This is an optimization exercise on Yosys and OpenROAD, whose aim is small area, a short achievable clock period and few clock cycles per item, not a production implementation. Where RTL was checked, it was by simulation tests only, not by an equivalence proof against the original. The RTL of runs 1 and 2 was laid out without a check of its function. Power is estimated from default activity; no workload was simulated.

==> design.v <==
package mars_pkg;
  localparam int StackBytesDef = 256;
  localparam logic [2:0] OP_READ  = 3'd0;
  localparam logic [2:0] OP_WRITE = 3'd1;
  localparam logic [2:0] OP_EA    = 3'd2;
  localparam logic [2:0] OP_PUSH  = 3'd3;
  localparam logic [2:0] OP_POP   = 3'd4;
  localparam logic [2:0] REG_BX = 3'd3;
  localparam logic [2:0] REG_SP = 3'd4;
  localparam logic [2:0] REG_BP = 3'd5;
  localparam logic [2:0] REG_SI = 3'd6;
  localparam logic [2:0] REG_DI = 3'd7;
  localparam logic [1:0] MOD_NODISP = 2'd0;
  localparam logic [1:0] MOD_DISP8  = 2'd1;
  localparam logic [1:0] MOD_DISP16 = 2'd2;
  localparam logic [1:0] MOD_REG    = 2'd3;
  localparam logic [2:0] RM_DIRECT = 3'b110;
endpackage
module mars_dp (
  input  logic        clk_i,
  input  logic        rst_ni,
  input  logic        clr_i,
  input  logic        vb_i,
  input  logic [2:0]  op_i,
  input  logic [2:0]  reg_i,
  input  logic        wide_i,
  input  logic [15:0] value_i,
  input  logic [1:0]  mode_i,
  input  logic [2:0]  rm_i,
  input  logic [7:0]  disp_lo_i,
  input  logic [7:0]  disp_hi_i,
  output logic [15:0] read_data_o,
  output logic [15:0] address_o,
  output logic        is_register_o,
  output logic [1:0]  disp_bytes_o,
  output logic        stack_fault_o
);
  logic        direct_a, eareg_a, ea_a;
  assign ea_a     = (op_i == mars_pkg::OP_EA);
  assign direct_a = (mode_i == mars_pkg::MOD_NODISP) && (rm_i == mars_pkg::RM_DIRECT);
  assign eareg_a  = (mode_i == mars_pkg::MOD_REG);
  logic        rd_q, wr_q, ea_q, push_q, pop_q;
  logic [2:0]  sel_q;
  logic        wide_q, hib_q;
  logic [15:0] dat_q;
  logic        add_q, isr_q;
  logic [1:0]  db_q;
  always_ff @(posedge clk_i) begin
    rd_q    <= (op_i == mars_pkg::OP_READ);
    wr_q    <= (op_i == mars_pkg::OP_WRITE);
    ea_q    <= ea_a;
    push_q  <= (op_i == mars_pkg::OP_PUSH);
    pop_q   <= (op_i == mars_pkg::OP_POP);
    sel_q   <= ea_a ? rm_i : wide_i ? reg_i : {1'b0, reg_i[1:0]};
    wide_q  <= wide_i;
    hib_q   <= reg_i[2];
    add_q   <= ea_a && !eareg_a && !direct_a;
    isr_q   <= ea_a && eareg_a;
    if (!ea_a) begin
      dat_q  <= wide_i ? value_i : {value_i[7:0], value_i[7:0]};
      db_q   <= 2'd0;
    end else if (eareg_a) begin
      dat_q  <= 16'd0;
      db_q   <= 2'd0;
    end else if (direct_a || mode_i == mars_pkg::MOD_DISP16) begin
      dat_q  <= {disp_hi_i, disp_lo_i};
      db_q   <= 2'd2;
    end else if (mode_i == mars_pkg::MOD_DISP8) begin
      dat_q  <= {{8{disp_lo_i[7]}}, disp_lo_i};
      db_q   <= 2'd1;
    end else begin
      dat_q  <= 16'd0;
      db_q   <= 2'd0;
    end
  end
  logic [15:0] rf_q [8];
  logic        is_wr, is_push, is_pop;
  logic [2:0]  base_sel;
  logic [15:0] rv, base, idx;
  logic [15:0] sp;
  logic        sp_hi_zero, sp_le_top, sp_ge_n, sp_pop_fits;
  logic        push_ok, pop_ok, fault_b;
  logic [7:0]  sp_m1, sp_m2, sp_p1, sp_dn;
  logic [8:0]  sp_up;
  logic        a0_b;
  logic [6:0]  ie_b, io_b;
  assign is_wr   = vb_i & wr_q;
  assign is_push = vb_i & push_q;
  assign is_pop  = vb_i & pop_q;
  assign rv = rf_q[sel_q];
  assign sp          = rf_q[mars_pkg::REG_SP];
  assign sp_hi_zero  = (sp[15:9] == 7'd0);
  assign sp_le_top   = sp_hi_zero & (~sp[8] | (sp[7:0] == 8'd0));
  assign sp_ge_n     = (sp[15:1] != 15'd0) | (sp[0] & ~wide_q);
  assign sp_pop_fits = sp_hi_zero & ~sp[8] & ~(wide_q & (sp[7:0] == 8'hFF));
  assign push_ok     = is_push & sp_le_top & sp_ge_n;
  assign pop_ok      = is_pop & sp_pop_fits;
  assign fault_b     = (push_q & ~(sp_le_top & sp_ge_n)) | (pop_q & ~sp_pop_fits);
  assign sp_m1       = sp[7:0] - 8'd1;
  assign sp_m2       = sp[7:0] - 8'd2;
  assign sp_p1       = sp[7:0] + 8'd1;
  assign sp_dn       = wide_q ? sp_m2 : sp_m1;
  assign sp_up       = {1'b0, sp[7:0]} + {7'd0, wide_q, ~wide_q};
  always_comb begin
    if (push_q && wide_q) begin
      a0_b = sp[0];
      ie_b = sp_m1[7:1];
      io_b = sp_m2[7:1];
    end else if (push_q) begin
      a0_b = ~sp[0];
      ie_b = sp[7:1];
      io_b = sp_m1[7:1];
    end else begin
      a0_b = sp[0];
      ie_b = sp_p1[7:1];
      io_b = sp[7:1];
    end
  end
  logic [7:0] sp_hi_new, sp_lo_new;
  logic       sp_move;
  assign sp_move   = push_ok | pop_ok;
  assign sp_hi_new = {7'd0, pop_ok & sp_up[8]};
  assign sp_lo_new = push_ok ? sp_dn : sp_up[7:0];
  always_ff @(posedge clk_i) begin
    for (int i = 0; i < 8; i++) begin
      if (3'(i) == mars_pkg::REG_SP) begin
        if (clr_i || (is_wr && sel_q == 3'(i)) || sp_move) begin
          rf_q[i][15:8] <= clr_i ? 8'd1 : (is_wr ? dat_q[15:8] : sp_hi_new);
          rf_q[i][7:0]  <= clr_i ? 8'd0 : (is_wr ? dat_q[7:0] : sp_lo_new);
        end
      end else begin
        if (clr_i || (is_wr && sel_q == 3'(i) && (wide_q || hib_q))) begin
          rf_q[i][15:8] <= clr_i ? 8'd0 : dat_q[15:8];
        end
        if (clr_i || (is_wr && sel_q == 3'(i) && (wide_q || !hib_q))) begin
          rf_q[i][7:0] <= clr_i ? 8'd0 : dat_q[7:0];
        end
      end
    end
  end
  always_comb begin
    case (sel_q)
      3'd0, 3'd1, 3'd7: base_sel = mars_pkg::REG_BX;
      3'd2, 3'd3, 3'd6: base_sel = mars_pkg::REG_BP;
      3'd4:             base_sel = mars_pkg::REG_SI;
      default:          base_sel = mars_pkg::REG_DI;
    endcase
  end
  assign base = rf_q[base_sel];
  assign idx  = sel_q[2] ? 16'd0 : (sel_q[0] ? rf_q[mars_pkg::REG_DI] : rf_q[mars_pkg::REG_SI]);
  logic [15:0] x_b, y_b, base_a, idx_a, ea_s, ea_k;
  assign base_a = add_q ? base : 16'd0;
  assign idx_a  = add_q ? idx : 16'd0;
  assign ea_s   = base_a ^ idx_a ^ dat_q;
  assign ea_k   = (base_a & idx_a) | (base_a & dat_q) | (idx_a & dat_q);
  assign y_b    = ea_q ? {ea_k[14:0], 1'b0} : 16'd0;
  always_comb begin
    if (push_q) begin
      x_b = a0_b ? {dat_q[7:0], dat_q[15:8]} : dat_q;
    end else if (ea_q) begin
      x_b = ea_s;
    end else if (rd_q) begin
      x_b = wide_q ? rv : hib_q ? {8'd0, rv[15:8]} : {8'd0, rv[7:0]};
    end else begin
      x_b = 16'd0;
    end
  end
  logic [15:0] x_c, y_c, z_c;
  logic [1:0]  db_c;
  logic        isr_c, flt_c, pop_c, wide_c, a0_c, we_e_c, we_o_c, ea_c, rd_c;
  logic [6:0]  ie_c, io_c;
  always_ff @(posedge clk_i or negedge rst_ni) begin
    if (!rst_ni) begin
      x_c <= 16'd0;
    end else begin
      x_c <= x_b;
    end
  end
  always_ff @(posedge clk_i) begin
    y_c    <= y_b;
    db_c   <= db_q;
    isr_c  <= isr_q;
    flt_c  <= fault_b;
    pop_c  <= pop_ok;
    wide_c <= wide_q;
    ea_c   <= ea_q;
    rd_c   <= rd_q;
    a0_c   <= a0_b;
    ie_c   <= ie_b;
    io_c   <= io_b;
    we_e_c <= push_ok & (~a0_b | wide_q);
    we_o_c <= push_ok & (a0_b | wide_q);
  end
  logic [1023:0] bank_e, bank_o;
  for (genvar i = 0; i < 128; i++) begin : g_stack
    always_ff @(posedge clk_i) begin
      if (clr_i || (we_e_c && ie_c == 7'(i))) begin
        bank_e[8*i +: 8] <= x_c[7:0];
      end
      if (clr_i || (we_o_c && io_c == 7'(i))) begin
        bank_o[8*i +: 8] <= x_c[15:8];
      end
    end
  end
  assign z_c = x_c + y_c;
  logic [1:0] db_d;
  logic       isr_d, flt_d, rsel_d, asel_d, hien_d, a0_d, ie6_d, io6_d;
  logic [7:0] e0_d, e1_d, o0_d, o1_d;
  always_ff @(posedge clk_i) begin
    db_d   <= db_c;
    isr_d  <= isr_c;
    flt_d  <= flt_c;
    rsel_d <= rd_c | pop_c;
    asel_d <= ea_c;
    hien_d <= ~pop_c | wide_c;
    a0_d   <= pop_c & a0_c;
    ie6_d  <= pop_c & ie_c[6];
    io6_d  <= pop_c & io_c[6];
    e0_d   <= pop_c ? bank_e[8*ie_c[5:0] +: 8] : z_c[7:0];
    o0_d   <= pop_c ? bank_o[8*io_c[5:0] +: 8] : z_c[15:8];
    e1_d   <= bank_e[512 + 8*ie_c[5:0] +: 8];
    o1_d   <= bank_o[512 + 8*io_c[5:0] +: 8];
  end
  logic [7:0]  rd_e, rd_o;
  logic [15:0] res_d;
  assign rd_e  = ie6_d ? e1_d : e0_d;
  assign rd_o  = io6_d ? o1_d : o0_d;
  assign res_d = {hien_d ? (a0_d ? rd_e : rd_o) : 8'd0, a0_d ? rd_o : rd_e};
  always_ff @(posedge clk_i) begin
    read_data_o   <= rsel_d ? res_d : 16'd0;
    address_o     <= asel_d ? res_d : 16'd0;
    is_register_o <= isr_d;
    disp_bytes_o  <= db_d;
    stack_fault_o <= flt_d;
  end
endmodule
module mars_ctrl (
  input  logic clk_i,
  input  logic rst_ni,
  input  logic start,
  output logic busy,
  output logic clr_o,    
  output logic vb_o,     
  output logic done_o
);
  logic rdy_q, rdy2_q, vb_q, vc_q, vd_q, done_q;
  always_ff @(posedge clk_i or negedge rst_ni) begin
    if (!rst_ni) begin
      rdy_q  <= 1'b0;
      rdy2_q <= 1'b0;
      vb_q   <= 1'b0;
      vc_q   <= 1'b0;
      vd_q   <= 1'b0;
      done_q <= 1'b0;
    end else begin
      rdy_q  <= 1'b1;
      rdy2_q <= rdy_q;
      vb_q   <= start & rdy2_q;
      vc_q   <= vb_q;
      vd_q   <= vc_q;
      done_q <= vd_q;
    end
  end
  assign busy   = ~rdy2_q;
  assign clr_o  = ~rdy_q;
  assign vb_o   = vb_q;
  assign done_o = done_q;
endmodule
module modrm_address_register_stack_unit (
  input  logic        clk_i,
  input  logic        rst_ni,
  input  logic        start,
  output logic        busy,
  input  logic [2:0]  op_i,
  input  logic [2:0]  reg_i,
  input  logic        wide_i,
  input  logic [15:0] value_i,
  input  logic [1:0]  mode_i,
  input  logic [2:0]  rm_i,
  input  logic [7:0]  disp_lo_i,
  input  logic [7:0]  disp_hi_i,
  output logic        done_o,
  output logic [15:0] read_data_o,
  output logic [15:0] address_o,
  output logic        is_register_o,
  output logic [1:0]  disp_bytes_o,
  output logic        stack_fault_o
);
  logic clr, vb;
  mars_ctrl u_ctrl (
    .clk_i  (clk_i),
    .rst_ni (rst_ni),
    .start  (start),
    .busy   (busy),
    .clr_o  (clr),
    .vb_o   (vb),
    .done_o (done_o)
  );
  mars_dp u_dp (
    .clk_i         (clk_i),
    .rst_ni        (rst_ni),
    .clr_i         (clr),
    .vb_i          (vb),
    .op_i          (op_i),
    .reg_i         (reg_i),
    .wide_i        (wide_i),
    .value_i       (value_i),
    .mode_i        (mode_i),
    .rm_i          (rm_i),
    .disp_lo_i     (disp_lo_i),
    .disp_hi_i     (disp_hi_i),
    .read_data_o   (read_data_o),
    .address_o     (address_o),
    .is_register_o (is_register_o),
    .disp_bytes_o  (disp_bytes_o),
    .stack_fault_o (stack_fault_o)
  );
endmodule
==> flow/run.sh <==
#!/bin/bash
set -euo pipefail
bash standard.sh \
  MATCH_CELL_FOOTPRINT=0 \
  "BUFFER_PORTS_ARGS=-buffer_cell sky130_fd_sc_hd__buf_4" \
  finish > standard_flow.log 2>&1
==> standard.sh <==
#!/bin/bash
# synth_recipe.tcl (not shown) runs the flow's synth.tcl, then flattens the netlist and writes it again
# the make line also repeats each setting of config.mk as NAME=value (left out here)
make -C /OpenROAD-flow-scripts/flow DESIGN_CONFIG=/design/flow/config.mk WORK_HOME=/design/flow/orfs CLKGATE_MAP_FILE= SYNTH_SCRIPT=/design/flow/synth_recipe.tcl "${@:-finish}"
==> config.mk <==
export PLATFORM = sky130hd
export DESIGN_NAME = modrm_address_register_stack_unit
export DESIGN_NICKNAME = modrm_address_register_stack_unit
export VERILOG_FILES = /design/flow/design.v
export SDC_FILE = /design/flow/constraint.sdc
export NUM_CORES = 4
export LEC_CHECK = 0
export CAP_MARGIN = 20
export CORE_MARGIN = 2
export CORE_UTILIZATION = 55
export CTS_CLUSTER_DIAMETER = 80
export CTS_CLUSTER_SIZE = 25
export SETUP_SLACK_MARGIN = 5
export SLEW_MARGIN = 20
==> constraint.sdc <==
create_clock -name core_clock -period 8.0 [get_ports {clk_i}]
set_input_delay 1.6000 -clock core_clock [delete_from_list [all_inputs] [get_ports {clk_i}]]
set_output_delay 1.6000 -clock core_clock [all_outputs]
set_load 0.01 [all_outputs]
==> out/results.txt, run 1 <==
The H-tree depth reported by CTS was 3; the overall die area was 0.171 mm^2. Using the TritonRoute via totals, the vias-per-cell ratio works out to 6.56. Combinational cells account for 14.0% of the total power.

The initialized floorplan defines 150 standard-cell rows. The net count of the mapped netlist is 4740. Maximum number of pins on one net before global-route repair: 178.

The tools report the element type at the critical path end as a flip-flop. The I/O pin count was 85; the total routed wirelength was 239 mm. The cell sitting at the root of the clock tree is a clkbuf_16. The type of the worst setup path is flip-flop to flip-flop. Dividing the detail-routed wire length by the instance count gives 33.2 um. The number of flops mapped to enable cells by yosys was 2176; the count of different cell masters after synthesis was 70. The maximum buffer depth of the clock tree was 3. The tools report the clock latency on the worst-skew pair as 0.79 ns. Of the available clock period, the critical path in the final layout requires 39.1%. The layout filler cell count is 11930, and the die height is 414 um.

For the data required time of the critical path, the log shows 8.40 ns. In this run the static leakage power is 34.9 nW. The initial antenna violation count is 5.

For this run, the leading register cell type out of synthesis is edfxtp_1. The count of input and output buffers was 84; the tightest slew margin relative to the limit was 25.8%. TritonCTS built the clock tree.

For this run, the register share of the synthesized area comes to 74.5%. The number of hold buffers added after CTS was 0. The tree built by TritonCTS fans out to 2346 sinks. Power spread over the standard cell area amounts to 253 mW/mm^2. Data arrives at the worst endpoint at 3.53 ns.

Via count of the routed design: 47256. The share of total power in the clock network is 27.9%. The HPWL after detailed placement is 145 mm.

Clock-pin slew was measured on the worst setup and hold paths at 0.10 ns. The floorplan die width is 414 um. The tools report the number of pins with negative max-slew slack in the final report as 0.

The count of placed standard cells in the final layout, fillers left out was 7202; the effective utilization at floorplan was 55.3%. The core region is 0.167 mm^2. The sequential share of power was 58.0%; the switching fraction of total power was 25.1%. The DRC marker count from the first detailed-route iteration was 6592; the area of all placed cells without fillers was 0.102 mm^2. The summed instance area of the synthesized netlist is 0.0924 mm^2. The count of state elements after synthesis came out at 2346.

The first global-routing pass estimated 339 mm of wire. The transition time at the pin with the least slew margin came out at 1.11 ns. The worst setup path is launched from a flip-flop. Leaving out fill and tap cells, the most frequent cells in the layout are edfxtp_1 (2176), mux4_2 (588), buf_4 (360), o21ai_0 (217), nand2_1 (162).

The first detailed-routing pass took 9 iterations. The number of antenna diodes in the final layout is 0. Each instance of the synthesized netlist takes up on average 19.9 um^2. The count of placed standard cells including taps came out at 6921. Setup total negative slack on the finished layout was measured at 0 ns. Once routing completed, OpenROAD measured the worst setup slack at 4.87 ns. The share of async-settable or async-resettable flops after synthesis works out to 0.938%.

The count of synthesis-stage warnings from yosys came out at 3. After layout, the design draws a total of 25.9 mW. The tools report the gate count after technology mapping as 4654. Cells fill 61.1% of the core in the end. Of all nets on the critical path, the largest fanout is 16. The worst path needs 3.13 ns of the cycle, external delays included. The instance area at placement was 0.0967 mm^2. Hold is met by 0.329 ns. The run gives 19.4 mW as the internal power consumption.

Timing would allow up to 320 MHz. The via count of the first global-routing pass was 46118; the worst setup timing slack at the placement stage was 3.97 ns. In the final layout, the multi-input gates occupy 0.0226 mm^2. At the end of the flow, the number of nets in the layout was 4981.

Slowest cell on the critical path: o21ai_1. After global routing the overflow that remains totals 0. After detailed routing, the number of remaining DRC violations is 0. The tightest min-delay check is of the flip-flop to flip-flop type. For this design the total switching power over the nets is 6.49 mW. The flow ran to the end and the layout has no timing, DRC or antenna violations. In the final layout, flip-flops and latches occupy 0.0690 mm^2.

The detail route stage leaves a number of antenna-violating nets equal to 0. Of the cells placed in the final design, the portion with a size suffix greater than 1 is 27.0%. Number of hold violations in the final report: 0. The clock arrives with 0.0471 ns of skew. The tools report the placer congestion estimate as 0.881. For this run, the total global-route usage over all layers was measured as 27.9%. Setup repair after global routing could not meet its margin everywhere. The number of clock buffers added by TritonCTS is 119. The signal on the critical path passes through and2_1, o21ai_0, o21ai_1.

The worst stage delay on the critical path is 0.99 ns. The run gives 0 as the number of setup violations in the final report. Across the run, the number of max-cap violations was 0. The most frequent standard cell in the layout excluding fill and tap cells was edfxtp_1. The maximum vdd ir drop was 223 uV; the area growth from synthesis to layout was 10.5%.
==> synth_stat cells (all sizes together), types with 27 or more instances <==
cell type	number	area, um^2
edfxtp	2176	65300
mux4	588	13200
o21ai	311	1560
nand2	173	649
clkbuf	158	594
dfxtp	148	2960
nor2	131	492
buf	126	711
mux2i	106	1060
a22oi	75	563
a21oi	69	345
and2	60	375
nand3	50	250
nor2b	43	269
a221oi	38	333
nand2b	32	200
inv	28	105
a22o	27	236
==> logic make-up (layout without fill, tap and decap cells) <==
logic type	after synthesis	after routing	share of synthesized area (%)
xor+xnor	27	27	0.264
flops	2346	2346	74.5
compound gates	638	638	4.23
mux	714	714	15.7
buf+inv	314	658	1.53
fa+ha+maj	39	39	0.666
simple gates	575	575	3.05
other cells	1	1	0.00406
==> path summary, 6_finish.rpt <==
check                                      start  slack (ns)                          to  cells after the start
min                           u_dp.isr_d$_DFF_P_        0.33  u_dp.is_register_o$_DFF_P_                      0
min in group asynchronous                 rst_ni        0.72     u_ctrl.rdy2_q$_DFF_PN0_                      1
max                        u_ctrl.vb_q$_DFF_PN0_        4.87  u_dp.rf_q[7][15]$_DFFE_PP_                      3
max in group asynchronous                 rst_ni        6.98      u_dp.x_c[10]$_DFF_PN0_                      1
max reg2reg                u_ctrl.vb_q$_DFF_PN0_        4.87  u_dp.rf_q[7][15]$_DFFE_PP_                      3
min reg2reg                   u_dp.isr_d$_DFF_P_        0.33  u_dp.is_register_o$_DFF_P_                      0
==> final cells by class <==
type / instances / share of cell area (%)
Timing Repair Buffer: 404 / 3.59
Tap cell: 2204 / 2.70
Clock buffer: 160 / 3.23
Sequential cell: 2346 / 67.6
Inverter: 30 / 0.110
Clock inverter: 64 / 0.702
Multi-Input combinational cell: 1994 / 22.1
==> worst max-delay path: cells and delay by family (launching register included) <==
family	cells	cell delay, ns
flops	1	0.55
compound gates	2	1.55
simple gates	1	0.64
==> state kept, by name (all words and copies together) (netlist names), 2 cells and up <==
register and count:
u_dp.e0_d 8, u_dp.bank_o 1024, u_dp.db_d 2, u_dp.y_c 15, u_dp.ie_c 7, u_dp.read_data_o 16, u_dp.bank_e 1024, u_dp.x_c 16
u_dp.dat_q 16, u_dp.sel_q 3, u_dp.db_c 2, u_dp.rf_q 128, u_dp.o0_d 8, u_dp.io_c 7, u_dp.o1_d 8, u_dp.disp_bytes_o 2
u_dp.db_q 2, u_dp.address_o 16, u_dp.e1_d 8
==> layer usage <==
metal  track usage (%)  wire length (um)  vias up
met5                 0                10        -
met4              6.63              5530        2
met3              5.48             21700      271
met2              41.1            108000     2188
met1              43.5            104000    25213
li1                  -                 -    19582
==> what timing repair did <==
action | in CTS | in global routing
endpoints found under the setup margin | 1540 | 568
setup buffers | 29 | 17
pin swaps | 1 | 1
gates resized for setup | 136 | 47
gates cloned | 9 | 2
==> power groups by stage <==
stage	sequential [mW]	clock (mW)	combinational, mW
after floorplan	15.1	0	2.21
after global placement	15.3	0	3.32
after detailed placement	15.4	0	3.34
after CTS	15.0	7.35	3.56
after global routing	15.1	7.75	3.81
final	15.0	7.22	3.62
==> run 2, diff against run 1 <==
--- a/config.mk
+++ b/config.mk
@@ -14 +14,2 @@
 export SLEW_MARGIN = 20
+export TNS_END_PERCENT = 5
==> run 2 against run 1 <==
  * Register-to-register slack worse by 0.13 ns
  * Utilization fell by 0.49 points
  * Synthesized cell count unchanged
  * Non-clock buffer count shrank 44
  * Final cell count fell by 0.69%
  * Combinational power fell by 5.5%
  * Global-route usage is 0.96 points lower
  * Final area down 0.81%
  * Via count fell by 1.5%
  * Critical path type unchanged
  * Largest cell class unchanged
==> out/results.txt, run 2 <==
The flow ran to the end and the layout has no timing, DRC or antenna violations. The final setup TNS is 0 ns (unchanged), and the power per unit of standard cell area is 253 mW/mm^2 (about the same). The element type at the critical path end was a flip-flop (unchanged).

The area growth from synthesis to layout was 9.57% (was 10.5%); the placer congestion estimate was 0.867 (was 0.881). Die height: 414 um (unchanged). Setup repair after global routing could not meet its margin everywhere. The detailed-router iteration count before antenna repair came out at 6 (was 9).

The count of different cell masters after synthesis is 70 (unchanged). The run gives 0.0690 mm^2 (unchanged) as the register area. The dominant cell type by count on the critical path is mux4_2. The combined buffer and inverter count along the critical path works out to 1 (was 0). The effective utilization at floorplan came out at 55.3% (unchanged). The cell taking the most area after synthesis was edfxtp_1 (unchanged). Count of state elements after synthesis: 2346 (unchanged).

The endpoint of the worst hold path is u_dp.db_d[1]$_DFF_P_ (was u_dp.is_register_o$_DFF_P_). The cell with the most instances after synthesis is edfxtp_1 (unchanged). The count of max-cap constraint violations is 0 (unchanged). Arrival time of data at the critical path endpoint: 3.87 ns (was 3.53 ns).

The total number of cells along the worst setup path was 5 (was 3); the data required time of the critical path was 8.61 ns (was 8.40 ns). The logs give 4.74 ns (was 4.87 ns) for the setup slack after layout and 0 (unchanged) for the number of pins with negative max-slew slack in the final report. Destination of the worst register-to-register timing path: u_dp.e1_d[0]$_DFF_P_ (was u_dp.rf_q[7][15]$_DFFE_PP_). The post-detailed-route via-to-cell ratio is 6.51 (was 6.56), and the final cell utilization of the core is 60.6% (was 61.1%). The net count of the mapped netlist is 4740 (unchanged), and the half-perimeter wire length of the detailed placement result is 144 mm (was 145 mm).

The tools report the highest achievable clock rate as 307 MHz (was 320 MHz). Slowest cell on the critical path: dfxtp_4 (was o21ai_1). The share of cells above drive strength 1 is 26.0% (was 27.0%). The number of hold violations in the final report is 0 (unchanged). For the static power due to leakage, the log shows 34.5 nW (was 34.9 nW).

The number of flops mapped to enable cells by yosys came out at 2176 (unchanged). The run gives 3.24 ns (was 3.97 ns) as the worst setup timing slack at the placement stage. The start of the worst register-to-register path was u_dp.ie_c[1]$_DFF_P_ (was u_ctrl.vb_q$_DFF_PN0_). For the I/O pin count, the log shows 85 (unchanged). The type of origin of the critical path is a flip-flop (unchanged). The tools report the startpoint of the tightest hold check path as u_dp.db_c[1]$_DFF_P_ (was u_dp.isr_d$_DFF_P_). The detail-routed net length per standard cell works out to 32.1 um (was 33.2 um).

The run gives 229 uV (was 223 uV) as the maximum vdd ir drop. The transition time at the pin with the least slew margin works out to 1.23 ns (was 1.11 ns). Largest registers: u_dp.bank_e (1024), u_dp.bank_o (1024), u_dp.rf_q (128) (unchanged).

The site row count is 150 (unchanged). The synthesized area per cell came out at 19.9 um^2 (unchanged). The summed instance area of the synthesized netlist is 0.0924 mm^2 (unchanged), and the via count of the first global-routing pass is 45303 (was 46118).

For the maximum buffer depth of the clock tree, the log shows 3 (unchanged). The sequential fraction of the synthesis area is 74.5% (unchanged). TritonCTS built the clock tree.

Commonest register cell after synthesis: edfxtp_1 (unchanged). The most frequent standard cell in the layout excluding fill and tap cells was edfxtp_1 (unchanged). Setup slack on the worst flop-to-flop path: 4.74 ns (was 4.87 ns). The count of input and output buffers was 84 (unchanged); the floorplan die width was 414 um (unchanged). The via count of the routed design was 46556 (was 47256). For the setup skew after layout, the log shows 0.0319 ns (was 0.0471 ns).

The number of setup violations in the final report came out at 0 (unchanged). Crit path cell chain: buf_12, mux4_2, mux4_2, a22oi_1, nand2_1 (was and2_1, o21ai_0, o21ai_1). The type of the worst setup path was flip-flop to flip-flop (unchanged). The number of nets in the finished design is 4938 (was 4981). The final critical-path required period is 3.26 ns (was 3.13 ns), and the layout filler cell count is 11996 (was 11930).

The post-CTS clock slew at the launch and capture registers of the worst setup and hold paths is 0.09 ns (was 0.10 ns). The number of buffers inserted during clock tree synthesis is 120 (was 119). The logic depth of the worst register-to-register path is 5 (was 3), and the share of async-settable or async-resettable flops after synthesis is 0.938% (unchanged). Commonest cells in the synthesized netlist: edfxtp_1 (2176), mux4_2 (588), o21ai_0 (310) (unchanged).

Top library cells by usage in the layout, fill and taps aside: edfxtp_1 (2176), mux4_2 (588), buf_4 (334), o21ai_0 (214), nand2_1 (170) (was edfxtp_1 (2176), mux4_2 (588), buf_4 (360), o21ai_0 (217), nand2_1 (162)). The worst stage delay on the critical path was 0.67 ns (was 0.99 ns); the overall routing resource usage was 27.0% (was 27.9%). The clock latency on the worst-skew pair was 0.80 ns (was 0.79 ns). The logs give 229 mm (was 239 mm) for the total routed wirelength and 329 mm (was 339 mm) for the global-route wire length before repair. The largest fanout on the critical path came out at 117 (was 16).

The overall die area was 0.171 mm^2 (unchanged); the count of clock tree sinks was 2346 (unchanged). The tools report the beginning of the critical path as u_dp.ie_c[1]$_DFF_P_ (was u_ctrl.vb_q$_DFF_PN0_). The detailed-route DRC error count was 0 (unchanged).

The initial antenna violation count is 12 (was 5), and the area taken by multi-input logic gates is 0.0225 mm^2 (was 0.0226 mm^2). The DRC marker count from the first detailed-route iteration was 6066 (was 6592); the remaining antenna violation count after routing was 0 (unchanged). The path type of the worst min-delay path is flip-flop to flip-flop (unchanged). The logs give 121 (was 178) for the maximum number of pins on one net before global-route repair and 3 (unchanged) for the H-tree depth reported by CTS. Family with the most delay on the worst path: multiplexers (was compound AO/OA/AOI/OAI gates).

The hold buffer count at cts was 0 (unchanged). For the placeable core region, the log shows 0.167 mm^2 (unchanged). The final worst-path cycle share works out to 40.7% (was 39.1%). The overall power after layout is 25.6 mW (was 25.9 mW), and the tightest slew margin relative to the limit is 17.9% (was 25.8%). The proportion of netlist area held by the largest area contributor was 70.7% (unchanged).

Ranking of synthesized cells by area: edfxtp_1 (71%), mux4_2 (14%), dfxtp_1 (3.2%), o21ai_0 (1.7%), mux2i_1 (1.1%) (unchanged). Gate count after technology mapping: 4654 (unchanged). The run gives 0 (unchanged) as the sum of overflow across all layers after global routing. The cell chosen for the clock root is clkbuf_16 (unchanged). The count of synthesis-stage warnings from yosys is 3 (unchanged). The number of stages on the worst hold path was 0 (unchanged).
-- run 2: cell counts after synthesis --
No cell type changed its count.
-- run 2: cells by family after synthesis --
| group | count (synthesis) | share of synthesized area [%] |
|---|---|---|
| compound gates | 638 | 4.23 |
| xor+xnor | 27 | 0.264 |
| fa+ha+maj | 39 | 0.666 |
| buf+inv | 314 | 1.53 |
| flops | 2346 | 74.5 |
| mux | 714 | 15.7 |
| other cells | 1 | 0.00406 |
| simple gates | 575 | 3.05 |
-- run 2: report_power, final --
group          internal [mW]  switching [mW]  total (mW)
Clock                   3.11            3.99        7.10
Sequential              14.6           0.515        15.1
Combinational           1.51            1.91        3.42
Total                   19.2            6.42        25.6
-- run 2: layout make-up --
| type | count | share of cell area (%) |
|---|---|---|
| inverters | 30 | 0.111 |
| clock inverters | 71 | 0.753 |
| flip-flops and latches | 2346 | 68.1 |
| multi-input cells | 1994 | 22.3 |
| clock buffers | 146 | 3.14 |
| well taps | 2204 | 2.72 |
| diodes | 1 | 0.00247 |
| repair buffers | 360 | 2.90 |
-- run 2: worst reg2reg max path, delay by kind of cell, from the launching register on --
family / cells / cell delay, ns
AOI/OAI and AO/OA: 1 / 0.41
muxes: 2 / 1.37
and+or+nand+nor: 1 / 0.22
DFF: 1 / 0.67
buffers and inverters: 1 / 0.44
-- run 2: routing by layer --
| layer | vias to the layer above | routed length (um) | track usage, % |
|---|---|---|---|
| met5 | - | 0 | 0 |
| met4 | 0 | 5590 | 6.71 |
| met3 | 291 | 17400 | 3.89 |
| met2 | 1975 | 106000 | 40.7 |
| met1 | 24802 | 100000 | 42.0 |
| li1 | 19488 | - | - |
-- run 2: how the worst max path moves through the flow --
stage / endpoint / slack, ns
2_1_floorplan: u_dp.o0_d[7]$_DFF_P_ / 4.88
3_3_place_gp: u_dp.bank_o[568]$_DFFE_PP_ / 3.45
3_5_place_dp: u_dp.bank_o[568]$_DFFE_PP_ / 3.24
4_1_cts: u_dp.bank_e[263]$_DFFE_PP_ / 4.54
5_1_grt: u_dp.bank_o[61]$_DFFE_PP_ / 4.72
6_report: u_dp.e1_d[0]$_DFF_P_ / 4.74
-- run 2: stage by stage --
step,cell area (um^2),cells,hold WS [ns]
2_1_floorplan,92400,4654,0.310
3_3_place_gp,96500,6904,0.311
3_5_place_dp,96500,6905,0.312
4_1_cts,101000,7136,0.335
5_1_grt,101000,7151,0.336
6_report,101000,7152,0.335
-- run 2: repair_timing --
action | CTS | global route
resized for setup | 71 | 70
setup buffers | 13 | 15
setup endpoints to repair | 1927 | 1693
gates cloned | 1 | 0
hold endpoints to repair | 0 | 0
pin swaps | 3 | 0
==> run 3, diff against run 2 <==
--- a/design.v
+++ b/design.v
@@ -23,2 +23,3 @@
   input  logic        vb_i,
+  input  logic        take_i,
   input  logic [2:0]  op_i,
@@ -41,3 +42,4 @@
   assign eareg_a  = (mode_i == mars_pkg::MOD_REG);
-  logic        rd_q, wr_q, ea_q, push_q, pop_q;
+  logic        rd_q, ea_q, push_q, pop_q;
+  logic [7:0]  wrh_q, wrl_q;
   logic [2:0]  sel_q;
@@ -49,3 +51,8 @@
     rd_q    <= (op_i == mars_pkg::OP_READ);
-    wr_q    <= (op_i == mars_pkg::OP_WRITE);
+    for (int i = 0; i < 8; i++) begin
+      wrh_q[i] <= take_i && op_i == mars_pkg::OP_WRITE &&
+                  (wide_i ? reg_i : {1'b0, reg_i[1:0]}) == 3'(i) && (wide_i || reg_i[2]);
+      wrl_q[i] <= take_i && op_i == mars_pkg::OP_WRITE &&
+                  (wide_i ? reg_i : {1'b0, reg_i[1:0]}) == 3'(i) && (wide_i || !reg_i[2]);
+    end
     ea_q    <= ea_a;
@@ -76,3 +83,3 @@
   logic [15:0] rf_q [8];
-  logic        is_wr, is_push, is_pop;
+  logic        is_push, is_pop;
   logic [2:0]  base_sel;
@@ -86,3 +93,2 @@
   logic [6:0]  ie_b, io_b;
-  assign is_wr   = vb_i & wr_q;
   assign is_push = vb_i & push_q;
@@ -126,11 +132,11 @@
       if (3'(i) == mars_pkg::REG_SP) begin
-        if (clr_i || (is_wr && sel_q == 3'(i)) || sp_move) begin
-          rf_q[i][15:8] <= clr_i ? 8'd1 : (is_wr ? dat_q[15:8] : sp_hi_new);
-          rf_q[i][7:0]  <= clr_i ? 8'd0 : (is_wr ? dat_q[7:0] : sp_lo_new);
+        if (clr_i || wrl_q[i] || sp_move) begin
+          rf_q[i][15:8] <= clr_i ? 8'd1 : (wrl_q[i] ? dat_q[15:8] : sp_hi_new);
+          rf_q[i][7:0]  <= clr_i ? 8'd0 : (wrl_q[i] ? dat_q[7:0] : sp_lo_new);
         end
       end else begin
-        if (clr_i || (is_wr && sel_q == 3'(i) && (wide_q || hib_q))) begin
+        if (clr_i || wrh_q[i]) begin
           rf_q[i][15:8] <= clr_i ? 8'd0 : dat_q[15:8];
         end
-        if (clr_i || (is_wr && sel_q == 3'(i) && (wide_q || !hib_q))) begin
+        if (clr_i || wrl_q[i]) begin
           rf_q[i][7:0] <= clr_i ? 8'd0 : dat_q[7:0];
@@ -169,3 +175,4 @@
   logic [1:0]  db_c;
-  logic        isr_c, flt_c, pop_c, wide_c, a0_c, we_e_c, we_o_c, ea_c, rd_c;
+  logic        isr_c, flt_c, pop_c, wide_c, a0_c, ea_c, rd_c;
+  logic [7:0]  weh_e_c, weh_o_c;
   logic [6:0]  ie_c, io_c;
@@ -190,4 +197,4 @@
     io_c   <= io_b;
-    we_e_c <= push_ok & (~a0_b | wide_q);
-    we_o_c <= push_ok & (a0_b | wide_q);
+    weh_e_c <= (push_ok & (~a0_b | wide_q)) ? 8'(1) << ie_b[6:4] : 8'd0;
+    weh_o_c <= (push_ok & (a0_b | wide_q)) ? 8'(1) << io_b[6:4] : 8'd0;
   end
@@ -196,6 +203,6 @@
     always_ff @(posedge clk_i) begin
-      if (clr_i || (we_e_c && ie_c == 7'(i))) begin
+      if (clr_i || (weh_e_c[i / 16] && ie_c[3:0] == 4'(i % 16))) begin
         bank_e[8*i +: 8] <= x_c[7:0];
       end
-      if (clr_i || (we_o_c && io_c == 7'(i))) begin
+      if (clr_i || (weh_o_c[i / 16] && io_c[3:0] == 4'(i % 16))) begin
         bank_o[8*i +: 8] <= x_c[15:8];
@@ -243,2 +250,3 @@
   output logic vb_o,     
+  output logic take_o,   
   output logic done_o
@@ -257,3 +265,3 @@
       rdy2_q <= rdy_q;
-      vb_q   <= start & rdy2_q;
+      vb_q   <= take_o;
       vc_q   <= vb_q;
@@ -265,2 +273,3 @@
   assign clr_o  = ~rdy_q;
+  assign take_o = start & rdy2_q;
   assign vb_o   = vb_q;
@@ -288,3 +297,3 @@
 );
-  logic clr, vb;
+  logic clr, vb, take;
   mars_ctrl u_ctrl (
@@ -296,2 +305,3 @@
     .vb_o   (vb),
+    .take_o (take),
     .done_o (done_o)
@@ -303,2 +313,3 @@
     .vb_i          (vb),
+    .take_i        (take),
     .op_i          (op_i),
--- a/config.mk
+++ b/config.mk
@@ -9,3 +9,3 @@
 export CORE_MARGIN = 2
-export CORE_UTILIZATION = 55
+export CORE_UTILIZATION = 65
 export CTS_CLUSTER_DIAMETER = 80
@@ -14,2 +14 @@
 export SLEW_MARGIN = 20
-export TNS_END_PERCENT = 5
==> run 3 against run 2 <==
  * Non-clock buffer count shrank 145
  * Utilization up 9.9 points
  * Clock skew down 0.0092 ns
  * Combinational power barely moved
  * Total power fell by 0.52%
  * Critical path depth increased by 4
  * Via count increased by 3.2%
  * Global-route usage grew 4.7 points
==> out/results.txt, run 3 <==
The tools report the register area as 0.0695 mm^2 (was 0.0690 mm^2). The post-CTS clock slew at the launch and capture registers of the worst setup and hold paths works out to 0.10 ns (was 0.09 ns). The flow ran to the end and the layout has no timing, DRC or antenna violations. The run gives 35.0 nW (was 34.5 nW) as the static power due to leakage.

The die height works out to 384 um (was 414 um). The count of max-cap constraint violations was 0 (unchanged). Setup skew after layout: 0.0227 ns (was 0.0319 ns). The endpoint of the worst hold path is u_dp.flt_d$_DFF_P_ (was u_dp.db_d[1]$_DFF_P_). The DRC marker count from the first detailed-route iteration is 6263 (was 6066).

For the worst setup timing slack at the placement stage, the log shows 4.18 ns (was 3.24 ns). The synthesized area per cell was 18.5 um^2 (was 19.9 um^2). For the met2 track demand over resource in global routing, the log shows 50.7% (was 40.7%). The setup slack on the worst flop-to-flop path was 4.96 ns (was 4.74 ns). The logs give 70.5% (was 60.6%) for the final cell utilization of the core and 44.8% (was 42.0%) for the global-route track usage on met1. The gate count after technology mapping was 5057 (was 4654); the hold buffer count at cts was 0 (unchanged). The overall die area is 0.147 mm^2 (was 0.171 mm^2), and the power per unit of standard cell area is 252 mW/mm^2 (was 253 mW/mm^2). The post-synthesis compound-gate area fraction is 3.64% (was 4.23%), and the initial antenna violation count is 4 (was 12). For the count of placed standard cells in the final layout, fillers left out, the log shows 7083 (was 7152). The count of clock tree sinks is 2374 (was 2346). The tools report the net count of the mapped netlist as 5143 (was 4740). Top library cells by usage in the layout, fill and taps aside: edfxtp_1 (2176), nand2_1 (655), mux4_2 (519), mux2i_1 (183), dfxtp_1 (165) (was edfxtp_1 (2176), mux4_2 (588), buf_4 (334), o21ai_0 (214), nand2_1 (170)). Most frequent standard cell in the layout excluding fill and tap cells: edfxtp_1 (unchanged). The type of the worst setup path is flip-flop to flip-flop (unchanged). Ranking of synthesized cells by area: edfxtp_1 (70%), mux4_2 (12%), dfxtp_1 (3.8%), nand2_1 (2.6%), mux2i_1 (2.0%) (was edfxtp_1 (71%), mux4_2 (14%), dfxtp_1 (3.2%), o21ai_0 (1.7%), mux2i_1 (1.1%)). The sum of overflow across all layers after global routing is 0 (unchanged), and the maximum vdd ir drop is 246 uV (was 229 uV). The via count of the routed design was 48051 (was 46556); the simple-gate area share of the yosys netlist was 4.95% (was 3.05%). The count of synthesis-stage warnings from yosys was 3 (unchanged). Count of different cell masters after synthesis: 77 (was 70).

The transition time at the pin with the least slew margin came out at 1.09 ns (was 1.23 ns). For the total routed wirelength, the log shows 230 mm (was 229 mm). Setup repair after global routing could not meet its margin everywhere.

Largest registers: u_dp.bank_e (1024), u_dp.bank_o (1024), u_dp.rf_q (128) (unchanged). The count of placed standard cells including taps was 6812 (was 6905); the final setup TNS was 0 ns (unchanged). The placeable core region was 0.143 mm^2 (was 0.167 mm^2).

For the switching power, the log shows 6.30 mW (was 6.42 mW). The highest achievable clock rate was 329 MHz (was 307 MHz); the via count of the first global-routing pass was 47219 (was 45303). The floorplan die width was 384 um (was 414 um). The run gives 3 (unchanged) as the H-tree depth reported by CTS.

The most used routing layer is met2 (was met1). The run gives 0.907 (was 0.867) as the placer congestion estimate. The cell taking the most area after synthesis was edfxtp_1 (unchanged).

The clock latency on the worst-skew pair is 0.77 ns (was 0.80 ns), and the sequential share of power is 59.5% (was 58.9%). The type of origin of the critical path was a flip-flop (unchanged). The arrival time of data at the critical path endpoint was 3.66 ns (was 3.87 ns); the number of nets in the finished design was 5173 (was 4938). The number of pins with negative max-slew slack in the final report came out at 0 (unchanged). The internal power consumption came out at 19.2 mW (about the same). For the portion of total power attributed to combinational logic, the log shows 13.5% (was 13.4%). Summed instance area of the synthesized netlist: 0.0936 mm^2 (was 0.0924 mm^2). The tools report the met3 demand-to-capacity share in global routing as 5.63% (was 3.89%). The tools report the data required time of the critical path as 8.62 ns (was 8.61 ns). The detail-routed net length per standard cell came out at 32.5 um (was 32.1 um). The logic depth of the worst register-to-register path came out at 9 (was 5). The area taken by multi-input logic gates was 0.0230 mm^2 (was 0.0225 mm^2). The run gives 85 (unchanged) as the I/O pin count.

The instance area at placement is 0.0962 mm^2 (was 0.0965 mm^2), and the area of all placed cells without fillers is 0.101 mm^2 (about the same). The setup slack after layout is 4.96 ns (was 4.74 ns), and the xor-xnor portion of the synthesized cell area is 0.253% (was 0.264%). The area growth from synthesis to layout was 7.91% (was 9.57%); the maximum buffer depth of the clock tree was 3 (unchanged). The tools report the destination of the worst register-to-register timing path as u_dp.o0_d[5]$_DFF_P_ (was u_dp.e1_d[0]$_DFF_P_).

The proportion of netlist area held by the largest area contributor was 69.8% (was 70.7%). The final worst-path cycle share was 38.0% (was 40.7%); the number of buffers inserted during clock tree synthesis was 115 (was 120). The adder-cell share of the synthesized area works out to 0.658% (was 0.666%). TritonCTS built the clock tree. The number of hold violations in the final report is 0 (unchanged), and the number of stages on the worst hold path is 0 (unchanged). The run gives 74.1% (was 74.5%) as the sequential fraction of the synthesis area. The post-detailed-route via-to-cell ratio is 6.78 (was 6.51), and the overall routing resource usage is 31.6% (was 27.0%). For the half-perimeter wire length of the detailed placement result, the log shows 138 mm (was 144 mm).

The tools report the startpoint of the tightest hold check path as u_dp.flt_c$_DFF_P_ (was u_dp.db_c[1]$_DFF_P_). Share of async-settable or async-resettable flops after synthesis: 0.927% (was 0.938%). Switching fraction of total power: 24.8% (was 25.1%). The antenna diode count is 0 (was 1). The run gives 27.0% (was 27.8%) as the share of total power in the clock network.

For the remaining antenna violation count after routing, the log shows 0 (unchanged). The count of input and output buffers came out at 84 (unchanged). The mux cell area share after synthesis is 14.7% (was 15.7%), and the count of state elements after synthesis is 2374 (was 2346). The final critical-path required period was 3.04 ns (was 3.26 ns). Site row count: 139 (was 150). The largest fanout on the critical path came out at 16 (was 117).

Number of flops mapped to enable cells by yosys: 2176 (unchanged). Combinational family with the most area after synthesis: multiplexers (unchanged). The logs give 0 (unchanged) for the number of setup violations in the final report and 333 mm (was 329 mm) for the global-route wire length before repair.

The tools report the detailed-route DRC error count as 0 (unchanged). Share of cells above drive strength 1: 19.4% (was 26.0%). Commonest cells in the synthesized netlist: edfxtp_1 (2176), nand2_1 (655), mux4_2 (519) (was edfxtp_1 (2176), mux4_2 (588), o21ai_0 (310)). The layout filler cell count was 9018 (was 11996). The commonest register cell after synthesis is edfxtp_1 (unchanged). The maximum number of pins on one net before global-route repair came out at 169 (was 121). The element type at the critical path end was a flip-flop (unchanged).

The detailed-router iteration count before antenna repair was 8 (was 6). The tools report the tightest slew margin relative to the limit as 27.3% (was 17.9%). The overall power after layout came out at 25.5 mW (was 25.6 mW). Start of the worst register-to-register path: u_dp.x_c[1]$_DFF_PN0_ (was u_dp.ie_c[1]$_DFF_P_).

The tools report the cell chosen for the clock root as clkbuf_16 (unchanged). Path type of the worst min-delay path: flip-flop to flip-flop (unchanged). The cell with the most instances after synthesis is edfxtp_1 (unchanged). For the effective utilization at floorplan, the log shows 65.3% (was 55.3%). Worst hold slack across all endpoints: 0.333 ns (was 0.335 ns).
## run 3: cell types whose count changed in the layout (fill, tap and decap cells not counted), moves of 36 or more
cell | before | now
mux4_2 | 588 | 519
nand2_1 | 170 | 655
o21ai_2 | 52 | 0
buf_4 | 334 | 161
a211oi_1 | 7 | 44
o21ai_0 | 214 | 46
mux2i_1 | 106 | 183
o21ai_1 | 38 | 2
o221ai_1 | 3 | 43
## run 3: timing repair
item / in CTS / in global routing
gates cloned: 8 / 0
buffers inserted: 36 / 16
setup endpoints to repair: 1721 / 367
pin swaps: 9 / 0
resized for setup: 55 / 17
## run 3: critical path, stage by stage, from the launching register on
cell and delay, ns:
dfrtp_4 0.68, ha_1 0.27, inv_1 0.07, fa_1 0.39, nor2b_1 0.21, o31a_1 0.27, o21ai_0 0.21, o311ai_0 0.40
xnor2_1 0.24, o221ai_1 0.17
## run 3: kinds of logic after synthesis
logic type               Yosys count
buffers and inverters            340
AO/OA/AOI/OAI                    478
AND/OR/NAND/NOR                 1072
XOR/XNOR                          27
multiplexers                     726
flip-flops                      2374
adder cells (fa/ha/maj)           39
other                              1
## run 3: area by class of cell
type	instances	area share [%]
clock buffers	172	3.24
clock inverters	38	0.421
inverters	38	0.145
multi-input cells	2343	22.7
flip-flops and latches	2374	68.8
well taps	1903	2.36
repair buffers	215	2.30
## run 3: power by group through the flow
stage	logic (mW)	registers [mW]	clock network, mW
final	3.43	15.2	6.87
after global routing	3.60	15.2	7.32
after CTS	3.39	15.2	6.93
after detailed placement	3.20	15.5	0
after global placement	3.17	15.4	0
after floorplan	2.14	15.3	0
## run 3: worst max path at each step
stage	start	end	depth (start not counted)
2_1_floorplan	u_dp.x_c[2]$_DFF_PN0_	u_dp.o0_d[5]$_DFF_P_	8
3_5_place_dp	u_dp.x_c[2]$_DFF_PN0_	u_dp.o0_d[5]$_DFF_P_	9
4_1_cts	u_dp.ie_c[3]$_DFF_P_	u_dp.bank_e[704]$_DFFE_PP_	6
3_3_place_gp	u_dp.sel_q[1]$_DFF_P_	u_dp.x_c[11]$_DFF_PN0_	9
6_report	u_dp.x_c[1]$_DFF_PN0_	u_dp.o0_d[5]$_DFF_P_	9
5_1_grt	u_dp.x_c[1]$_DFF_PN0_	u_dp.o0_d[5]$_DFF_P_	9
## run 3: layer usage
metal | part of all wire, % | vias to the layer above
met1 | 38 | 25062
met3 | 8.9 | 408
li1 | - | 20146
met2 | 49 | 2431
met4 | 4.1 | 4
met5 | 0.010 | -
Testbench counts of run 3, summed over its fixed seeds: cycles 32,040, items 32,000.
==> run 4, diff against run 3 <==
--- a/config.mk
+++ b/config.mk
@@ -9,5 +9,5 @@
 export CORE_MARGIN = 2
-export CORE_UTILIZATION = 65
+export CORE_UTILIZATION = 55
 export CTS_CLUSTER_DIAMETER = 80
-export CTS_CLUSTER_SIZE = 25
+export CTS_CLUSTER_SIZE = 30
 export SETUP_SLACK_MARGIN = 5
==> run 4 against run 3 <==
  * Sequential cell count did not move
  * Clock skew rose by 0.028 ns
  * Area after synthesis did not move
  * Count of clock-buffer cells in the layout fell by 40
  * Clock power rose by 9.2%
  * Sequential power barely moved
  * Worst setup slack improved by 0.074 ns
  * Hold slack barely moved
  * Still clean on timing, DRC and antenna
==> out/results.txt, run 4 <==
The cell chosen for the clock root is clkbuf_16 (unchanged). The number of hold violations in the final report was 0 (unchanged). The most frequent standard cell in the layout excluding fill and tap cells is edfxtp_1 (unchanged).

The sequential fraction of the synthesis area was 74.1% (unchanged). The cell with the most instances after synthesis is edfxtp_1 (unchanged). Counting stages on the worst path, the most repeated cell is a21oi_1.

The effective utilization at floorplan is 55.3% (was 65.3%), and the remaining antenna violation count after routing is 0 (unchanged). The number of buffers inserted during clock tree synthesis was 116 (was 115). Placer congestion estimate: 0.877 (was 0.907). Commonest cells in the synthesized netlist: edfxtp_1 (2176), nand2_1 (655), mux4_2 (519) (unchanged). The number of setup violations in the final report was 0 (unchanged). The run gives 0 (unchanged) as the antenna diode count. The run finished with no timing, DRC or antenna violations. The floorplan die width came out at 417 um (was 384 um). The tools report the element type at the critical path end as a flip-flop (unchanged). The transition time at the pin with the least slew margin was 1.18 ns (was 1.09 ns). The hold buffer count at cts is 0 (unchanged). The count of state elements after synthesis works out to 2374 (unchanged). The final worst-path cycle share was 37.1% (was 38.0%). The count of placed standard cells in the final layout, fillers left out is 7444 (was 7083). The met3 layer wire length in the routed design came out at 13.0 mm (was 20.4 mm).

The via count of the first global-routing pass was 46924 (was 47219). The start of the worst register-to-register path was u_dp.ie_c[3]$_DFF_P_ (was u_dp.x_c[1]$_DFF_PN0_). The combinational family with the most area after synthesis was multiplexers (unchanged). The via count of the routed design was 47342 (was 48051); the met1 wire length was 97.2 mm (was 88.0 mm). The startpoint of the tightest hold check path is u_dp.isr_d$_DFF_P_ (was u_dp.flt_c$_DFF_P_). The number of stages on the worst hold path is 0 (unchanged), and the synthesized area per cell is 18.5 um^2 (unchanged). The clock latency on the worst-skew pair is 0.81 ns (was 0.77 ns), and the share of cells above drive strength 1 is 21.0% (was 19.4%).

The setup slack after layout came out at 5.04 ns (was 4.96 ns). Uppermost layer routed: met4 (was met5). Crit path cell chain: buf_6, nor2b_2, buf_4, a22o_1, a211oi_1, a21oi_1, a21oi_1, o21ai_0 (was ha_1, inv_1, fa_1, nor2b_1, o31a_1, o21ai_0, o311ai_0, xnor2_1, o221ai_1). Ranking of synthesized cells by area: edfxtp_1 (70%), mux4_2 (12%), dfxtp_1 (3.8%), nand2_1 (2.6%), mux2i_1 (2.0%) (unchanged). Endpoint of the worst hold path: u_dp.is_register_o$_DFF_P_ (was u_dp.flt_d$_DFF_P_). The detailed-route DRC error count was 0 (unchanged). The cell taking the most area after synthesis was edfxtp_1 (unchanged). The tools report the site row count as 151 (was 139). For the length of routed met2 wiring, the log shows 120 mm (was 113 mm). The tools report the total routed wirelength as 238 mm (was 230 mm). The detail-routed net length per standard cell came out at 32.0 um (was 32.5 um). For the overall die area, the log shows 0.174 mm^2 (was 0.147 mm^2). Destination of the worst register-to-register timing path: u_dp.e0_d[2]$_DFF_P_ (was u_dp.o0_d[5]$_DFF_P_). The slowest cell on the critical path is nor2b_2 (was dfrtp_4). The count of input and output buffers is 84 (unchanged), and the count of synthesis-stage warnings from yosys is 3 (unchanged). The logs give 5 (was 8) for the detailed-router iteration count before antenna repair and 0.0936 mm^2 (unchanged) for the summed instance area of the synthesized netlist.

The final cell utilization of the core came out at 60.5% (was 70.5%). For the placeable core region, the log shows 0.169 mm^2 (was 0.143 mm^2). The tools report the maximum buffer depth of the clock tree as 3 (unchanged).

The I/O pin count is 85 (unchanged). The tools report the DRC marker count from the first detailed-route iteration as 5512 (was 6263). The number of nets in the finished design came out at 5208 (was 5173). Post-synthesis compound-gate area fraction: 3.64% (unchanged).

Path type of the worst min-delay path: flip-flop to flip-flop (unchanged). Setup slack on the worst flop-to-flop path: 5.04 ns (was 4.96 ns). The post-CTS clock slew at the launch and capture registers of the worst setup and hold paths works out to 0.10 ns (about the same). TritonCTS built the clock tree.

The die height was 417 um (was 384 um); the highest achievable clock rate was 337 MHz (was 329 MHz). The net count of the mapped netlist was 5143 (unchanged); the final setup TNS was 0 ns (unchanged). The area growth from synthesis to layout works out to 9.35% (was 7.91%). Largest registers: u_dp.bank_e (1024), u_dp.bank_o (1024), u_dp.rf_q (128) (unchanged). The adder-cell share of the synthesized area was 0.658% (unchanged); the sum of overflow across all layers after global routing was 0 (unchanged).

For the count of different cell masters after synthesis, the log shows 77 (unchanged). The maximum number of pins on one net before global-route repair is 161 (was 169). The worst stage delay on the critical path was 0.66 ns (was 0.68 ns). The half-perimeter wire length of the detailed placement result came out at 142 mm (was 138 mm).

Simple-gate area share of the yosys netlist: 4.95% (unchanged). Share of async-settable or async-resettable flops after synthesis: 0.927% (unchanged). The post-detailed-route via-to-cell ratio is 6.36 (was 6.78). The static power due to leakage is 35.5 nW (was 35.0 nW). Proportion of netlist area held by the largest area contributor: 69.8% (unchanged). The largest fanout on the critical path is 36 (was 16). The worst setup timing slack at the placement stage was 4.07 ns (was 4.18 ns). Overall routing resource usage: 27.4% (was 31.6%). Type of the worst setup path: flip-flop to flip-flop (unchanged). The logic depth of the worst register-to-register path is 8 (was 9), and the arrival time of data at the critical path endpoint is 3.70 ns (was 3.66 ns).

The overall power after layout came out at 26.1 mW (was 25.5 mW). Commonest register cell after synthesis: edfxtp_1 (unchanged). The tools report the count of clock tree sinks as 2374 (unchanged).

The xor-xnor portion of the synthesized cell area is 0.253% (unchanged). Setup repair after global routing could not meet its margin everywhere. The setup skew after layout was 0.0508 ns (was 0.0227 ns). The mux cell area share after synthesis is 14.7% (unchanged), and the H-tree depth reported by CTS is 3 (unchanged). The number of pins with negative max-slew slack in the final report is 0 (unchanged), and the data required time of the critical path is 8.73 ns (was 8.62 ns). The logs give 21.2% (was 27.3%) for the tightest slew margin relative to the limit and 1 (was 4) for the initial antenna violation count. The type of origin of the critical path was a flip-flop (unchanged). The number of flops mapped to enable cells by yosys was 2176 (unchanged); the count of placed standard cells including taps was 7133 (was 6812). The gate count after technology mapping is 5057 (unchanged). The count of max-cap constraint violations is 0 (unchanged).

The global-route wire length before repair was 342 mm (was 333 mm). The maximum vdd ir drop came out at 257 uV (was 246 uV). The final critical-path required period was 2.96 ns (was 3.04 ns); the power per unit of standard cell area was 255 mW/mm^2 (was 252 mW/mm^2). Top library cells by usage in the layout, fill and taps aside: edfxtp_1 (2176), nand2_1 (650), mux4_2 (519), buf_4 (190), mux2i_1 (183) (was edfxtp_1 (2176), nand2_1 (655), mux4_2 (519), mux2i_1 (183), dfxtp_1 (165)).
==> run 4: cell types whose count changed in the layout (fill, tap and decap cells not counted), moves of 4 or more <==
cell       previous run  this run
buf_4               161       190
clkbuf_1             47        12
inv_6                 6        16
clkinv_8              4        14
inv_12                2        14
buf_12               19        24
inv_8                 3        16
nand2_2               0         5
bufinv_16             2         6
nand2_1             655       650
==> run 4: cell families (layout without fill, tap and decap cells) <==
logic type	Yosys count	in the layout
flip-flops	2374	2374
AND/OR/NAND/NOR	1072	1072
multiplexers	726	726
AO/OA/AOI/OAI	478	478
buffers and inverters	340	509
adder cells (fa/ha/maj)	39	39
XOR/XNOR	27	27
other	1	1
==> run 4: metal layers <==
| layer | vias up | track usage [%] |
|---|---|---|
| met3 | 293 | 2.76 |
| met1 | 25201 | 38.6 |
| met2 | 1620 | 46.1 |
| li1 | 20228 | - |
| met4 | 0 | 8.15 |
| met5 | - | 0 |
==> run 4: metrics by stage <==
stage,hold slack (ns),area [um^2]
after floorplan,0.310,93600
after global placement,0.311,96500
after detailed placement,0.312,96600
after CTS,0.330,102000
after global routing,0.344,102000
final,0.333,102000
==> run 4: power by group <==
| part | switching [mW] | total [mW] | leakage [nW] | internal, mW |
|---|---|---|---|---|
| clock | 4.28 | 7.50 | 2.06 | 3.22 |
| combinational | 2.00 | 3.45 | 9.55 | 1.46 |
| sequential | 0.426 | 15.1 | 23.9 | 14.7 |
| total | 6.70 | 26.1 | 35.5 | 19.4 |
==> run 4: how the worst max path moves through the flow <==
stage,from,end,slack [ns],depth (start not counted)
3_3_place_gp,u_dp.io_c[1]$_DFF_P_,u_dp.o1_d[6]$_DFF_P_,4.10,6
6_report,u_dp.ie_c[3]$_DFF_P_,u_dp.e0_d[2]$_DFF_P_,5.04,8
5_1_grt,u_dp.ie_c[2]$_DFF_P_,u_dp.bank_e[992]$_DFFE_PP_,4.97,6
2_1_floorplan,u_dp.x_c[2]$_DFF_PN0_,u_dp.o0_d[5]$_DFF_P_,5.03,8
4_1_cts,u_dp.io_c[1]$_DFF_P_,u_dp.o1_d[0]$_DFF_P_,4.93,6
3_5_place_dp,u_dp.io_c[1]$_DFF_P_,u_dp.o1_d[6]$_DFF_P_,4.07,6
==> run 4: final cells by class <==
class                      instances  area, um^2
clock buffer                     132        3040
clock inverter                    90        1180
fill                           12172       66900
inverter                          38         146
multi-input combinational       2343       23100
sequential                      2374       69500
tap                             2218        2780
timing repair buffer             249        2650
==> run 4: worst max-delay path: cells and delay by family, from the launching register on <==
kind	cells	cell delay (ns)
flops	1	0.60
simple gates	1	0.66
compound gates	5	0.85
buf+inv	2	0.70
==> run 4: timing repair <==
item,4_1_cts,5_1_grt
pin swaps,12,1
setup buffers,58,22
cloned,8,0
endpoints found under the setup margin,2041,302
resized for setup,94,14
==> run 5, diff against run 4 <==
--- a/config.mk
+++ b/config.mk
@@ -11,3 +11,3 @@
 export CTS_CLUSTER_DIAMETER = 80
-export CTS_CLUSTER_SIZE = 30
+export CTS_CLUSTER_SIZE = 25
 export SETUP_SLACK_MARGIN = 5
==> run 5 against run 4 <==
  * Register-to-register slack gained 0.05 ns
  * Utilization fell by 0.083 points
  * Final area down 0.14%
  * Combinational power about the same
  * Sequential share of layout area rose by 0.094 points
  * Via count about the same
  * Highest routed layer unchanged
==> out/results.txt, run 5 <==
The flow ran to the end and the layout has no timing, DRC or antenna violations. The hold buffer count at cts is 0 (unchanged). The number of nets in the finished design came out at 5203 (was 5208). I/O pin count: 85 (unchanged).

Ranking of synthesized cells by area: edfxtp_1 (70%), mux4_2 (12%), dfxtp_1 (3.8%), nand2_1 (2.6%), mux2i_1 (2.0%) (unchanged). Net count of the mapped netlist: 5143 (unchanged). Cell chosen for the clock root: clkbuf_16 (unchanged). The count of different cell masters after synthesis is 77 (unchanged), and the remaining antenna violation count after routing is 0 (unchanged). The tools report the count of placed standard cells including taps as 7133 (unchanged). The tools report the half-perimeter wire length of the detailed placement result as 142 mm (unchanged). The register area was 0.0695 mm^2 (unchanged).

The logs give 0 (unchanged) for the number of setup violations in the final report and 3 (unchanged) for the count of synthesis-stage warnings from yosys. Clock latency on the worst-skew pair: 0.79 ns (was 0.81 ns). Path type of the worst min-delay path: flip-flop to flip-flop (unchanged).

The tools report the static power due to leakage as 35.4 nW (was 35.5 nW). TritonCTS built the clock tree. Commonest register cell after synthesis: edfxtp_1 (unchanged).

The count of max-cap constraint violations came out at 0 (unchanged). The final critical-path required period was 2.93 ns (was 2.96 ns). The area growth from synthesis to layout came out at 9.20% (was 9.35%).

The element type at the critical path end is an output port (was a flip-flop). The floorplan die width is 417 um (unchanged). The transition time at the pin with the least slew margin is 1.20 ns (was 1.18 ns). Largest registers: u_dp.bank_e (1024), u_dp.bank_o (1024), u_dp.rf_q (128) (unchanged). The cell with the most instances after synthesis was edfxtp_1 (unchanged).

The total routed wirelength is 239 mm (was 238 mm), and the synthesized area per cell is 18.5 um^2 (unchanged). The post-CTS clock slew at the launch and capture registers of the worst setup and hold paths was 0.10 ns (about the same); the placeable core region was 0.169 mm^2 (unchanged). The DRC marker count from the first detailed-route iteration is 5344 (was 5512), and the number of flops mapped to enable cells by yosys is 2176 (unchanged).

The final setup TNS is 0 ns (unchanged). The last element of the critical path was busy (was u_dp.e0_d[2]$_DFF_P_). The count of input and output buffers was 84 (unchanged); the worst hold slack across all endpoints was 0.320 ns (was 0.333 ns). The power per unit of standard cell area is 255 mW/mm^2 (about the same), and the H-tree depth reported by CTS is 3 (unchanged). Top library cells by usage in the layout, fill and taps aside: edfxtp_1 (2176), nand2_1 (654), mux4_2 (519), mux2i_1 (183), buf_4 (180) (was edfxtp_1 (2176), nand2_1 (650), mux4_2 (519), buf_4 (190), mux2i_1 (183)).

The share of cells above drive strength 1 is 20.5% (was 21.0%), and the overall routing resource usage is 27.5% (was 27.4%). The summed instance area of the synthesized netlist is 0.0936 mm^2 (unchanged). The run gives 0 (unchanged) as the number of pins with negative max-slew slack in the final report. The detailed-route DRC error count was 0 (unchanged); the final worst-path cycle share was 36.7% (was 37.1%). The layout filler cell count came out at 12187 (was 12172). The die height is 417 um (unchanged).

Area taken by multi-input logic gates: 0.0231 mm^2 (about the same). The number of hold violations in the final report is 0 (unchanged). Crit path cell chain: inv_1, buf_4 (was buf_6, nor2b_2, buf_4, a22o_1, a211oi_1, a21oi_1, a21oi_1, o21ai_0). Destination of the worst register-to-register timing path: u_dp.bank_e[1016]$_DFFE_PP_ (was u_dp.e0_d[2]$_DFF_P_). Global-route wire length before repair: 342 mm (about the same). The logs give 5057 (unchanged) for the gate count after technology mapping and 0 (unchanged) for the sum of overflow across all layers after global routing. The type of origin of the critical path was a flip-flop (unchanged).

The logs give 1.33 ns (was 3.70 ns) for the arrival time of data at the critical path endpoint and 0.0242 ns (was 0.0508 ns) for the setup skew after layout. The type of the worst setup path is flip-flop to output port (was flip-flop to flip-flop). For the maximum vdd ir drop, the log shows 241 uV (was 257 uV). The slowest cell on the critical path is dfrtp_1 (was nor2b_2). The proportion of netlist area held by the largest area contributor is 69.8% (unchanged). Commonest cells in the synthesized netlist: edfxtp_1 (2176), nand2_1 (655), mux4_2 (519) (unchanged). The start of the worst register-to-register path is u_ctrl.rdy_q$_DFF_PN0_ (was u_dp.ie_c[3]$_DFF_P_). The sequential fraction of the synthesis area is 74.1% (unchanged), and the effective utilization at floorplan is 55.3% (unchanged). The number of buffers inserted during clock tree synthesis came out at 121 (was 116). The run gives 7427 (was 7444) as the count of placed standard cells in the final layout, fillers left out.

The count of state elements after synthesis works out to 2374 (unchanged). The share of async-settable or async-resettable flops after synthesis was 0.927% (unchanged); the setup slack on the worst flop-to-flop path was 5.09 ns (was 5.04 ns). Number of stages on the worst hold path: 0 (unchanged).

The most frequent standard cell in the layout excluding fill and tap cells is edfxtp_1 (unchanged). The site row count is 151 (unchanged). The logs give 0.877 (unchanged) for the placer congestion estimate and 3 (unchanged) for the maximum buffer depth of the clock tree. The run gives 46839 (was 46924) as the via count of the first global-routing pass. The data required time of the critical path was 6.40 ns (was 8.73 ns).

The tools report the beginning of the critical path as u_ctrl.rdy2_q$_DFF_PN0_ (was u_dp.ie_c[3]$_DFF_P_). The largest fanout on the critical path was 2 (was 36); the via count of the routed design was 47358 (was 47342). For the initial antenna violation count, the log shows 0 (was 1). The tightest slew margin relative to the limit was 20.2% (was 21.2%). The maximum number of pins on one net before global-route repair came out at 161 (unchanged). The cell taking the most area after synthesis was edfxtp_1 (unchanged).

The count of clock tree sinks is 2374 (unchanged), and the logic depth of the worst register-to-register path is 2 (was 8). For the detailed-router iteration count before antenna repair, the log shows 6 (was 5). The highest achievable clock rate is 341 MHz (was 337 MHz).

Setup repair after global routing left no endpoint under its margin. The worst stage delay on the critical path was 0.39 ns (was 0.66 ns); the post-detailed-route via-to-cell ratio was 6.38 (was 6.36). Overall die area: 0.174 mm^2 (unchanged).

Detail-routed net length per standard cell: 32.2 um (was 32.0 um).
run 5: cell types whose count changed in the layout (fill, tap and decap cells not counted), moves of 9 or more:
| cell | delta |
|---|---|
| inv_12 | -12 |
| clkbuf_16 | +15 |
| buf_4 | -10 |
| inv_8 | -9 |
run 5: stage by stage:
step | cell area, um^2 | worst slack [ns] | power [mW] | util (%)
2_1_floorplan | 93600 | 5.03 | 17.4 | -
3_3_place_gp | 96500 | 4.10 | 18.6 | 57.0
3_5_place_dp | 96600 | 4.07 | 18.7 | 57.0
4_1_cts | 102000 | 4.97 | 26.2 | 60.2
5_1_grt | 102000 | 5.00 | 26.8 | 60.4
6_report | 102000 | 5.07 | 26.0 | 60.4
run 5: per-layer routing:
layer	share of wire, %	GRT usage, %	vias to the layer above
met3	5.3	2.70	318
met4	3.7	8.81	0
met1	41	38.8	25189
met2	50	45.9	1645
li1	-	-	20206
met5	0	0	-
run 5: kinds of logic (layout without fill, tap and decap cells):
group	Yosys count	after routing	share of synthesized area (%)
xor gates and xnor gates	27	27	0.253
AOI/OAI and AO/OA	478	478	3.64
and+or+nand+nor	1072	1072	4.95
DFF	2374	2374	74.1
muxes	726	726	14.7
other	1	2	0.00401
buffers and inverters	340	491	1.61
adders and majority gates	39	39	0.658
run 5: critical path: cells and delay by family (launching register included):
family | cells | cell delay, ns
DFF | 1 | 0.39
buffers and inverters | 2 | 0.17
run 5: how the worst min path moves through the flow:
stage	from	to	slack, ns
CTS	u_dp.isr_d$_DFF_P_	u_dp.is_register_o$_DFF_P_	0.32
floorplan	u_dp.ea_c$_DFF_P_	u_dp.asel_d$_DFF_P_	0.31
detailed placement	u_dp.isr_d$_DFF_P_	u_dp.is_register_o$_DFF_P_	0.31
finish	u_dp.isr_d$_DFF_P_	u_dp.is_register_o$_DFF_P_	0.32
global placement	u_dp.isr_d$_DFF_P_	u_dp.is_register_o$_DFF_P_	0.31
global route	u_dp.isr_d$_DFF_P_	u_dp.is_register_o$_DFF_P_	0.33
run 5: final cells by class:
class / count / area share [%]
Inverter: 38 / 0.143
Antenna cell: 1 / 0.00245
Sequential cell: 2374 / 68.0
Clock inverter: 65 / 0.816
Timing Repair Buffer: 239 / 2.52
Clock buffer: 149 / 3.25
Multi-Input combinational cell: 2343 / 22.6
Tap cell: 2218 / 2.71
run 5: report_power, final:
group	internal, mW	switching [mW]
combinational	1.46	2.01
clock	3.41	4.04
sequential	14.7	0.425
total	19.6	6.48
run 5: repair_timing:
action,4_1_cts,5_1_grt
endpoints found under the setup margin,2032,240
setup buffers,47,23
resized for setup,89,17
pin swaps,8,2
gates cloned,9,0

[separate check: timing with driven ports]
In the flow no input, the clock included, has a driving cell. The finished layouts below were timed again as built, in two steps. Step 1, drivers: a clkbuf_16 drives clk_i and a buf_2 each remaining input, both assumed. Step 2 also shifts input and output timing later by t, the mid clock arrival at the registers, as if the neighbouring blocks saw the same clock. a / b / c = ideal ports / drivers / drivers and shift; a / b = the first two.
| run | t, ns | setup slack, ns | worst setup path at the end |
|---|---|---|---|
| run 1 | 0.841 | 4.873 / 4.873 / 4.491 | input to register |
| run 2 | 0.861 | 4.742 / 4.742 / 4.432 | input to register |
| run 3 | 0.843 | 4.962 / 4.894 / 4.456 | input to register |
| run 4 | 0.875 | 5.036 / 4.970 / 4.381 | input to register |
| run 5 | 0.868 | 5.067 / 4.981 / 4.370 | input to register |
After both steps setup and hold are still met in every run listed. The setup slack of run 5, which loses most, moves by -0.086 ns with the drivers and by -0.697 ns with both steps.
